Context: an optimization exercise on an open-source flow, tuned for small area. The choices shown serve that exercise and are no tape-out recipe.
Only simulation tests tie the RTL to the original design; equivalence was not proved.
Power is estimated from default activity; no workload was simulated.

==> inputs of build 27 <==
==> flow/design.v <==
package regs_pkg;
  localparam int unsigned XLEN         = 32;
  localparam int unsigned NREG         = 32;
  localparam int unsigned REG_AW       = 5;
  localparam int unsigned DBG_MAX_WAIT = 15;
  localparam logic [REG_AW-1:0] ZERO_REG = 5'd0;
endpackage
import regs_pkg::*;
module regs_dbg_ctrl (
  input  logic              clk,
  input  logic              rst_n,
  input  logic              dbg_req_i,
  input  logic              dbg_we_i,
  input  logic [regs_pkg::REG_AW-1:0] dbg_addr_i,
  input  logic [regs_pkg::XLEN-1:0]   dbg_wdata_i,
  input  logic              reg_wen_i,
  output logic              dbg_wr_en_c_o,
  output logic              dbg_rd_c_o,
  output logic [regs_pkg::REG_AW-1:0] dbg_wr_addr_o,
  output logic [regs_pkg::XLEN-1:0]   dbg_wr_data_o,
  output logic              dbg_ack_o,
  output logic              dbg_busy_o
);
  logic                        busy_q, ack_q;
  logic                        we_q;
  logic [regs_pkg::REG_AW-1:0] addr_q;
  logic [regs_pkg::XLEN-1:0]   wdata_q;
  logic [3:0]                  cnt_q;
  logic                        access, capture, done;
  assign access  = busy_q & ~ack_q;
  assign capture = ~busy_q & dbg_req_i;
  assign done    = access & (~we_q | ~reg_wen_i | (cnt_q == 4'd15));
  always_ff @(posedge clk) begin
    if (!rst_n) begin
      busy_q <= 1'b0;
      ack_q  <= 1'b0;
    end else begin
      busy_q <= capture | access;
      ack_q  <= done;
    end
  end
  always_ff @(posedge clk) begin
    cnt_q <= (access & we_q & reg_wen_i & rst_n) ? cnt_q + 4'd1 : 4'd0;
  end
  always_ff @(posedge clk) begin
    if (capture) begin
      we_q    <= dbg_we_i;
      addr_q  <= dbg_addr_i;
      wdata_q <= dbg_wdata_i;
    end
  end
  assign dbg_wr_en_c_o = done & we_q;
  assign dbg_rd_c_o    = access & ~we_q;
  assign dbg_wr_addr_o = addr_q;
  assign dbg_wr_data_o = wdata_q;
  assign dbg_ack_o     = ack_q;
  assign dbg_busy_o    = busy_q;
endmodule
import regs_pkg::*;
module rf_aoi222 (
  input  logic a1, a2, b1, b2, c1, c2,
  output logic y
);
  assign y = ~((a1 & a2) | (b1 & b2) | (c1 & c2));
endmodule
module rf_aoi22 (
  input  logic a1, a2, b1, b2,
  output logic y
);
  assign y = ~((a1 & a2) | (b1 & b2));
endmodule
module rf_nand2 (
  input  logic a, b,
  output logic y
);
  assign y = ~(a & b);
endmodule
module rf_inv (
  input  logic a,
  output logic y
);
  assign y = ~a;
endmodule
module rf_or11n (
  input  logic [10:0] n,
  output logic        y
);
  assign y = ~(&n[3:0]) | ~(&n[7:4]) | ~(&n[10:8]);
endmodule
module rf_rdbit (
  input  logic [31:1] sel,
  input  logic [31:1] q,
  input  logic        xs,
  input  logic        x,
  output logic        y
);
  logic [10:0] n;
  for (genvar g = 0; g < 10; g++) begin : g_grp
    rf_aoi222 u_aoi (
      .a1(sel[3*g+1]), .a2(q[3*g+1]),
      .b1(sel[3*g+2]), .b2(q[3*g+2]),
      .c1(sel[3*g+3]), .c2(q[3*g+3]),
      .y (n[g])
    );
  end
  rf_aoi22 u_last (.a1(sel[31]), .a2(q[31]), .b1(xs), .b2(x), .y(n[10]));
  rf_or11n u_or (.n(n), .y(y));
endmodule
module rf_rdbit_nx (
  input  logic [31:1] sel,
  input  logic [31:1] q,
  output logic        y
);
  logic [10:0] n;
  for (genvar g = 0; g < 10; g++) begin : g_grp
    rf_aoi222 u_aoi (
      .a1(sel[3*g+1]), .a2(q[3*g+1]),
      .b1(sel[3*g+2]), .b2(q[3*g+2]),
      .c1(sel[3*g+3]), .c2(q[3*g+3]),
      .y (n[g])
    );
  end
  rf_nand2 u_last (.a(sel[31]), .b(q[31]), .y(n[10]));
  rf_or11n u_or (.n(n), .y(y));
endmodule
module regs_file
(
  input  logic              clk,
  input  logic              rst_n,
  input  logic [regs_pkg::REG_AW-1:0] rs1_addr,
  input  logic [regs_pkg::REG_AW-1:0] rs2_addr,
  output logic [regs_pkg::XLEN-1:0]   rs1_data,
  output logic [regs_pkg::XLEN-1:0]   rs2_data,
  input  logic              reg_wen,
  input  logic [regs_pkg::REG_AW-1:0] reg_waddr,
  input  logic [regs_pkg::XLEN-1:0]   reg_wdata,
  input  logic              dbg_req,
  input  logic              dbg_we,
  input  logic [regs_pkg::REG_AW-1:0] dbg_addr_i,
  input  logic [regs_pkg::XLEN-1:0]   dbg_wdata_i,
  output logic              dbg_ack,
  output logic [regs_pkg::XLEN-1:0]   dbg_rdata,
  output logic              dbg_busy
);
  logic [XLEN-1:0]   regs_q [1:NREG-1];
  logic              dbg_wr_en_c;
  logic              dbg_rd_c;
  logic [REG_AW-1:0] dbg_addr;
  logic [XLEN-1:0]   dbg_wdata;
  logic [XLEN-1:0]   dbg_rdata_q, dbg_rdata_d;
  logic [XLEN-1:0]   core_bus;
  regs_dbg_ctrl u_dbg_ctrl (
    .clk           (clk),
    .rst_n         (rst_n),
    .dbg_req_i     (dbg_req),
    .dbg_we_i      (dbg_we),
    .dbg_addr_i    (dbg_addr_i),
    .dbg_wdata_i   (dbg_wdata_i),
    .reg_wen_i     (reg_wen),
    .dbg_wr_en_c_o (dbg_wr_en_c),
    .dbg_rd_c_o    (dbg_rd_c),
    .dbg_wr_addr_o (dbg_addr),
    .dbg_wr_data_o (dbg_wdata),
    .dbg_ack_o     (dbg_ack),
    .dbg_busy_o    (dbg_busy)
  );
  assign core_bus = reg_wdata;
  logic [NREG-1:1] sel_rd1, sel_rd2, sel_rdd;
  logic            rdd_hold;
  assign rdd_hold = rst_n & ~dbg_rd_c;
  for (genvar r = 1; r < NREG; r++) begin : g_row
    logic sel_dbg, sel_core, hold;
    assign sel_dbg  = rst_n & dbg_wr_en_c & (dbg_addr == REG_AW'(r));
    assign sel_core = rst_n & reg_wen & (reg_waddr == REG_AW'(r)) & ~sel_dbg;
    assign hold     = rst_n & ~(sel_dbg | sel_core);
    for (genvar b = 0; b < XLEN; b++) begin : g_bit
      logic d_n, d;
      rf_aoi222 u_wsel (
        .a1(sel_core), .a2(core_bus[b]),
        .b1(sel_dbg),  .b2(dbg_wdata[b]),
        .c1(hold),     .c2(regs_q[r][b]),
        .y (d_n)
      );
      rf_inv u_winv (.a(d_n), .y(d));
      always_ff @(posedge clk) regs_q[r][b] <= d;
    end
    assign sel_rd1[r] = rst_n & (rs1_addr == REG_AW'(r));
    assign sel_rd2[r] = rst_n & (rs2_addr == REG_AW'(r));
    assign sel_rdd[r] = rst_n & dbg_rd_c & (dbg_addr == REG_AW'(r));
  end
  for (genvar b = 0; b < XLEN; b++) begin : g_rd
    logic [NREG-1:1] col;
    for (genvar r = 1; r < NREG; r++) begin : g_col
      assign col[r] = regs_q[r][b];
    end
    rf_rdbit_nx u_rd1 (.sel(sel_rd1), .q(col), .y(rs1_data[b]));
    rf_rdbit_nx u_rd2 (.sel(sel_rd2), .q(col), .y(rs2_data[b]));
    rf_rdbit    u_rdd (.sel(sel_rdd), .q(col), .xs(rdd_hold), .x(dbg_rdata_q[b]),
                       .y(dbg_rdata_d[b]));
  end
  always_ff @(posedge clk) dbg_rdata_q <= dbg_rdata_d;
  assign dbg_rdata = dbg_rdata_q;
endmodule
==> flow/flow/run.sh <==
#!/bin/bash
# Standard ORFS layout with small port buffers, explicit buffering of high-fanout nets before
# repair_design, and no CTS dummy loads.
set -euo pipefail
export BUFFER_PORTS_ARGS="-buffer_cell sky130_fd_sc_hd__buf_1"
export PRE_RESIZE_TCL="$PWD/flow/presize.tcl"
export CTS_ARGS="-sink_clustering_enable -repair_clock_nets -dont_use_dummy_load -sink_clustering_size 25 -sink_clustering_max_diameter 90"
bash standard.sh > standard.log 2>&1
==> flow/flow/presize.tcl <==
set ::db [ord::get_db]
# Aim below the library's 1.5 ns max slew, as extraction after routing reads higher.
set_max_transition 1.2 [current_design]
estimate_parasitics -placement
set block [ord::get_db_block]
set rpt [file join $::env(OBJECTS_DIR) presize_slew.rpt]
set lib_up {nor2_1 nor2_2 nand2_1 nand2_2 and2_0 and2_2 and2_1 and2_2 and3_1 and3_2
            and4_1 and4_2 or2_0 or2_2 or2_1 or2_2 or3_1 or3_2 nor2b_1 nor2b_2 and2b_1 and2b_2
            inv_1 inv_2 buf_1 buf_2 clkbuf_1 buf_2}

proc presize_violators {rpt} {
  estimate_parasitics -placement
  report_check_types -max_slew -max_capacitance -violators > $rpt
  set f [open $rpt r]
  set insts {}
  while {[gets $f line] >= 0} {
    if {[regexp {^(\S+)/\S+\s+[-0-9.]+\s+[-0-9.]+\s+[-0-9.]+ \(VIOLATED\)} [string trim $line] -> inst]} {
      dict set insts $inst 1
    }
  }
  close $f
  return [dict keys $insts]
}

# Synthesis sized some gates for loads it could not see: start every combinational gate
# that has a drive-1 twin of the same footprint family at drive 1.
set down 0
foreach inst [$block getInsts] {
  set m [[$inst getMaster] getName]
  if {![regexp {^(sky130_fd_sc_hd__(a|o|nand|nor|and|or|xor|xnor|inv|mux)[0-9a-z]*)_([248])$} $m -> base]} continue
  if {[string match *input* [$inst getName]] || [string match *output* [$inst getName]]} continue
  foreach sz {1 0} {
    if {[$::db findMaster ${base}_$sz] ne "NULL"} {
      replace_cell [$inst getName] ${base}_$sz
      incr down
      break
    }
  }
}
puts "presize: $down gates down to drive 1"
estimate_parasitics -placement

set sized {}
set tobuf {}
foreach net [$block getNets] {
  if {[$net getSigType] != "SIGNAL"} continue
  set n [llength [$net getITerms]]
  if {$n <= 16 || $n >= 200} continue
  set drv ""
  foreach it [$net getITerms] { if {[$it isOutputSignal]} { set drv [$it getInst] } }
  if {$drv eq ""} continue
  set m [string map {sky130_fd_sc_hd__ ""} [[$drv getMaster] getName]]
  set i [lsearch -exact $lib_up $m]
  if {$i >= 0 && $i % 2 == 0} {
    dict set sized [$drv getName] [list $m [$net getName] [lindex $lib_up [expr {$i + 1}]]]
  } else {
    lappend tobuf [$net getName]
  }
}
foreach netname $tobuf {
  insert_buffer -buffer_cell sky130_fd_sc_hd__buf_2 -net [get_nets $netname] -buffer_name presz
}
set nbuf [llength $tobuf]
dict for {inst v} $sized {
  replace_cell $inst sky130_fd_sc_hd__[lindex $v 2]
}
puts "presize: upsized [dict size $sized] drivers, buffered $nbuf nets"

# Drivers still too weak go back to their size and get a buffer.
set back {}
foreach inst [presize_violators $rpt] {
  if {[dict exists $sized $inst]} { lappend back $inst }
}
foreach inst $back {
  insert_buffer -buffer_cell sky130_fd_sc_hd__buf_2 -net [get_nets [lindex [dict get $sized $inst] 1]] -buffer_name presz
}
foreach inst $back {
  replace_cell $inst sky130_fd_sc_hd__[lindex [dict get $sized $inst] 0]
}
set back [llength $back]
puts "presize: $back drivers buffered instead"

# Buffers still too weak become buf_4.
set up 0
foreach inst [presize_violators $rpt] {
  if {![string match presz* $inst]} continue
  set obj [$block findInst $inst]
  if {$obj eq "NULL"} continue
  if {[[$obj getMaster] getName] eq "sky130_fd_sc_hd__buf_2"} {
    replace_cell $inst sky130_fd_sc_hd__buf_4
    incr up
  }
}
puts "presize: $up buffers upsized to buf_4"
puts "presize: [llength [presize_violators $rpt]] instances still at a slew or cap violation"
set_max_transition 1.5 [current_design]
==> flow/standard.sh <==
#!/bin/bash
# synth_recipe.tcl (not shown) runs the flow's synth.tcl, then flattens the netlist and writes it again
# the make line also repeats each setting of config.mk as NAME=value (left out here)
make -C /OpenROAD-flow-scripts/flow DESIGN_CONFIG=/design/flow/config.mk WORK_HOME=/design/flow/orfs CLKGATE_MAP_FILE= SYNTH_SCRIPT=/design/flow/synth_recipe.tcl "${@:-finish}"
==> flow/config.mk <==
export PLATFORM = sky130hd
export DESIGN_NAME = regs_file
export DESIGN_NICKNAME = regs_file
export VERILOG_FILES = /design/flow/design.v
export SDC_FILE = /design/flow/constraint.sdc
export NUM_CORES = 4
export LEC_CHECK = 0
export CAP_MARGIN = 15
export CELL_PAD_IN_SITES_DETAIL_PLACEMENT = 1
export CELL_PAD_IN_SITES_GLOBAL_PLACEMENT = 2
export CORE_MARGIN = 2
export CORE_UTILIZATION = 40
export CTS_CLUSTER_DIAMETER = 90
export CTS_CLUSTER_SIZE = 25
export GPL_TIMING_DRIVEN = 0
export PLACE_DENSITY = 0.6
export SETUP_SLACK_MARGIN = 0.3
export SLEW_MARGIN = 15
export SYNTH_HIERARCHICAL = 1
==> flow/constraint.sdc <==
create_clock -name core_clock -period 6.5 [get_ports {clk}]
set_input_delay 1.3000 -clock core_clock [delete_from_list [all_inputs] [get_ports {clk}]]
set_output_delay 1.3000 -clock core_clock [all_outputs]
set_load 0.01 [all_outputs]
==> inputs of trial 43, as changes to build 27 <==
--- a/flow/design.v
+++ b/flow/design.v
@@ -166,3 +166,3 @@
   );
-  assign core_bus = reg_wdata;
+  assign core_bus = reg_wdata & {XLEN{rst_n}};
   logic [NREG-1:1] sel_rd1, sel_rd2, sel_rdd;
@@ -173,4 +173,4 @@
     assign sel_dbg  = rst_n & dbg_wr_en_c & (dbg_addr == REG_AW'(r));
-    assign sel_core = rst_n & reg_wen & (reg_waddr == REG_AW'(r)) & ~sel_dbg;
-    assign hold     = rst_n & ~(sel_dbg | sel_core);
+    assign sel_core = ~rst_n | (reg_wen & (reg_waddr == REG_AW'(r)) & ~sel_dbg);
+    assign hold     = ~(sel_dbg | sel_core);
     for (genvar b = 0; b < XLEN; b++) begin : g_bit
--- a/flow/flow/run.sh
+++ b/flow/flow/run.sh
@@ -6,3 +6,3 @@
 export PRE_RESIZE_TCL="$PWD/flow/presize.tcl"
-export CTS_ARGS="-sink_clustering_enable -repair_clock_nets -dont_use_dummy_load -sink_clustering_size 25 -sink_clustering_max_diameter 90"
+export CTS_ARGS="-sink_clustering_enable -repair_clock_nets -dont_use_dummy_load -sink_clustering_size 20 -sink_clustering_max_diameter 70"
 bash standard.sh > standard.log 2>&1
--- a/flow/flow/presize.tcl
+++ b/flow/flow/presize.tcl
@@ -1,4 +1,3 @@
+# Run before ORFS's repair_design (PRE_RESIZE_TCL). Every high-fanout signal net gets the
 set ::db [ord::get_db]
-# Aim below the library's 1.5 ns max slew, as extraction after routing reads higher.
-set_max_transition 1.2 [current_design]
 estimate_parasitics -placement
@@ -85,6 +84,4 @@
 foreach inst [presize_violators $rpt] {
-  if {![string match presz* $inst]} continue
-  set obj [$block findInst $inst]
-  if {$obj eq "NULL"} continue
-  if {[[$obj getMaster] getName] eq "sky130_fd_sc_hd__buf_2"} {
+  set c [[[$block findInst $inst] getMaster] getName]
+  if {[string match presz* $inst] && $c eq "sky130_fd_sc_hd__buf_2"} {
     replace_cell $inst sky130_fd_sc_hd__buf_4
@@ -95,2 +92 @@
 puts "presize: [llength [presize_violators $rpt]] instances still at a slew or cap violation"
-set_max_transition 1.5 [current_design]
Settings changed: CAP_MARGIN 15 to 0, CTS_CLUSTER_DIAMETER 90 to 70, CTS_CLUSTER_SIZE 25 to 20, SETUP_SLACK_MARGIN 0.3 to 0.1, SLEW_MARGIN 15 to 0.
==> notes.md <==
Result of the run: trial 43 complete, but fails checks; build 27 no timing/DRC/antenna violations
Reasons for failing layout checks: trial 43 max-capacitance violations, max-slew violations, negative setup slack; build 27 -
Global-route wire length before repair: trial 43 447000 um; build 27 447000 um
Register clock-pin slew on the reported worst setup and hold paths: trial 43 0.08 ns; build 27 0.10 ns
Level count of the clock H-tree: trial 43 3; build 27 2
Combined buffer and inverter count along the critical path: trial 43 4; build 27 5
CP arrival: trial 43 5.21 ns; build 27 5.06 ns
Global Route Usage Sum: trial 43 49.4%; build 27 49.5%
Slack of the critical path: trial 43 -0.00812 ns; build 27 0.138 ns
Amount of wire on met3 after detailed routing: trial 43 57200 um; build 27 60000 um
Number of search-and-repair iterations in the first detailed-routing pass: trial 43 21; build 27 17
Non-clock buffer area fraction after layout: trial 43 3.50%; build 27 4.03%
Final wirelength: trial 43 335000 um; build 27 335000 um
Nets in the synthesized netlist: trial 43 4943; build 27 4920
Initial antenna violation count: trial 43 22; build 27 17
Proportion of cell area occupied by multi-input gates: trial 43 43.0%; build 27 43.4%
Number of buffers outside the clock class in the layout: trial 43 430; build 27 444
Sw Ratio: trial 43 30.9%; build 27 28.3%
Source-to-sink clock delay at the later pin of the worst-skew pair: trial 43 0.74 ns; build 27 0.76 ns
Setup repair after global routing missed its margin: trial 43 no; build 27 yes
Post-synthesis xor/xnor area fraction: trial 43 0.0351%; build 27 0.0352%
Clk power: trial 43 5.23 mW; build 27 3.92 mW
Setup slack of the most critical reg-to-reg path: trial 43 2.10 ns; build 27 2.14 ns
Number of distinct library cell variants in the gate-level netlist after synthesis: trial 43 36; build 27 43
Combinational fraction of design power: trial 43 13.3%; build 27 7.9%
Utilization of the core after routing: trial 43 45.3%; build 27 44.5%
Layout cells sized above 1: trial 43 6.61%; build 27 6.19%

## static timing again, ports no longer ideal
The flow's constraints put no driver on any port. The routed layouts listed below were extracted and timed again, unchanged, in two steps. Step 1, drivers: a clkbuf_16 drives clk and a buf_2 each remaining input, both assumed. Step 2 times the ports against the registers' clock, not the clock port: input delays grow and output delays shrink by t, the midpoint of the rising clock arrivals with the driver on. a / b / c = no drivers / after step 1 / after step 2; a / b = the first two.
run | shift t [ns] | slack for setup (ns) | worst setup path at the end | clock arrival spread, ns
build 27 | 0.818 | 0.138 / 0.117 / 0.117 | input to output | 0.058 / 0.059
trial 43 | 0.798 | -0.008 / -0.029 / -0.029 | input to output | 0.056 / 0.055
